Background: an optimization exercise with open tools, aiming at small area, a short achievable clock period and few clock cycles per item. Do not read the settings as production practice. Only simulation tests tie the RTL to the original design; equivalence was not proved. No activity file was given, so power comes from the tool's default toggle rates.

Design bounded_deque_with_positional_ops, start of the top module:
module bounded_deque_with_positional_ops
(
   input  wire logic    clock,
   input  wire logic    reset,
   input  wire logic    start,
   output logic         busy,
   input  wire logic [39:0] req_data,
   output logic         rsp_strobe,
   output logic [43:0] rsp_data
);
   bdq_pkg::ctl_cmd_type cmd;
   bdq_pkg::word_type    req_value;
   bdq_pkg::rsp_type     rsp_word;
   logic [IDX_W-1:0]     gm1;
   logic [CNT_W-1:0]     count;
   logic                 min_hit;
   bdq_pkg::word_type    rd_word;
   assign rsp_data = rsp_word;
   bdq_ctrl u_ctrl (
      .clock     (clock),
      .reset     (reset),
      .start     (start),
      .req_in    (req_data),
      .min_hit   (min_hit),
      .rd_word   (rd_word),
      .cmd       (cmd),
      .req_value (req_value),
      .gm1       (gm1),
      .count     (count),
      .busy      (busy)
   );
   bdq_datapath u_datapath (
      .clock      (clock),
      .reset      (reset),
      .req_value  (req_value),
      .cmd        (cmd),
      .gm1        (gm1),
      .count      (count),
      .min_hit    (min_hit),
      .rd_word    (rd_word),
      .rsp_strobe (rsp_strobe),
      .rsp_data   (rsp_word)
   );
endmodule
Size in the first run: about 3900 cells after synthesis, roughly 690 flip-flops, about 89 I/O pins, roughly 33000 um2 of cells after synthesis.
==> flow/config.mk <==
export PLATFORM = sky130hd
export DESIGN_NAME = bounded_deque_with_positional_ops
export DESIGN_NICKNAME = bounded_deque_with_positional_ops
export VERILOG_FILES = /design/flow/design.v
export SDC_FILE = /design/flow/constraint.sdc
export NUM_CORES = 4
export LEC_CHECK = 0
export CAP_MARGIN = 20
export CORE_MARGIN = 2
export CORE_UTILIZATION = 45
export PLACE_DENSITY = 0.65
export SETUP_SLACK_MARGIN = 3.3
export SLEW_MARGIN = 20
export TNS_END_PERCENT = 10
==> flow/constraint.sdc <==
create_clock -name core_clock -period 6.0 [get_ports {clock}]
set_input_delay 1.2000 -clock core_clock [delete_from_list [all_inputs] [get_ports {clock}]]
set_output_delay 1.2000 -clock core_clock [all_outputs]
set_load 0.01 [all_outputs]
run.sh (not shown) runs the stock make flow with config.mk's settings and CLKGATE_MAP_FILE= SYNTH_SCRIPT=/design/flow/synth_recipe.tcl, a recipe that flattens the netlist after the stock synthesis.
Testbench counts at the start, summed over its fixed seeds: cycles 8,712, items 8,000.
==> next run, changes <==
- CORE_UTILIZATION: 45 -> 40
- CTS_BUF_LIST: default -> sky130_fd_sc_hd__clkbuf_4 sky130_fd_sc_hd__clkbuf_8
- CTS_CLUSTER_SIZE: default -> 20
- PLACE_DENSITY: 0.65 -> 0.6
- SETUP_SLACK_MARGIN: 3.3 -> 3.6
Fmax fell by 2.3%; total power came out higher by 1.1%; sequential power stays flat; global-route usage falls by 3.3 points; clock-buffer cell count climbs by 81; routed wire length climbs by 5.4%; core utilization falls by 5.6 points; die area came out higher by 12%; worst hold slack gets better by 0.0080 ns; area after synthesis is unchanged; worst setup slack got worse by 0.075 ns.
==> next run, changes <==
- SETUP_SLACK_MARGIN: 3.6 -> 3.3
What happened: The new run ran to the end with no violations; wire length goes down by a few percent; final cell count is lower slightly; setup slack is about the same; worst hold slack barely changes; core utilization falls by 0.77 points; die area does not change; flip-flop and latch count stays the same; via count drops slightly; critical path depth stays the same; global-route usage barely changes; register-to-register slack barely changes.
==> next run, changes <==
- CORE_UTILIZATION: 40 -> 45
- CTS_BUF_LIST: sky130_fd_sc_hd__clkbuf_4 sky130_fd_sc_hd__clkbuf_8 -> default
- CTS_CLUSTER_SIZE: 20 -> default
- PLACE_DENSITY: 0.6 -> 0.65
- SETUP_SLACK_MARGIN: 3.3 -> 3.5
This time the run produced a layout that fails on capacitance limit, slew limit.
Fmax rose slightly.
Sequential share of layout area fell by 0.56 points.
Cell area rose slightly.
==> next run, changes <==
- SETUP_SLACK_MARGIN: 3.5 -> 3.4
- TNS_END_PERCENT: 10 -> 20
This time the run produced a clean layout; routed wire length fell by 1.3%; worst hold slack hardly moves; first-iteration DRC count rose by 0.76%; cell area rose by 0.55%; non-clock buffer count fell by 8.

separate check: timing with driven ports:
The results above use ideal ports. As a check the final layouts listed here were re-extracted and re-timed, cells and wires unchanged. Step 1: set_driving_cell puts a clkbuf_16 on clock and a buf_2 on each other input, an assumption about the parent block. Step 2, shift: input delay + t, output delay - t, t = (earliest + latest rising clock arrival at the registers) / 2. This alone moves slack from input paths to output paths. Three values: no drivers, after step 1, after step 2; two values: the first two.
run | shift t [ns] | setup WS [ns] | clock arrival spread, ns
the first run | 0.695 | 2.799 / 2.784 / 2.301 | 0.038 / 0.038
the second run | 0.824 | 2.725 / 2.682 / 2.075 | 0.042 / 0.042
the third run | 0.832 | 2.723 / 2.678 / 2.037 | 0.040 / 0.040
the fourth run | 0.691 | 2.778 / 2.775 / 2.344 | 0.034 / 0.034
the fifth run | 0.692 | 2.656 / 2.656 / 2.656 | 0.029 / 0.029
For the third run, which loses most, drivers alone change the setup slack by -0.045 ns; drivers and shift together by -0.686 ns.
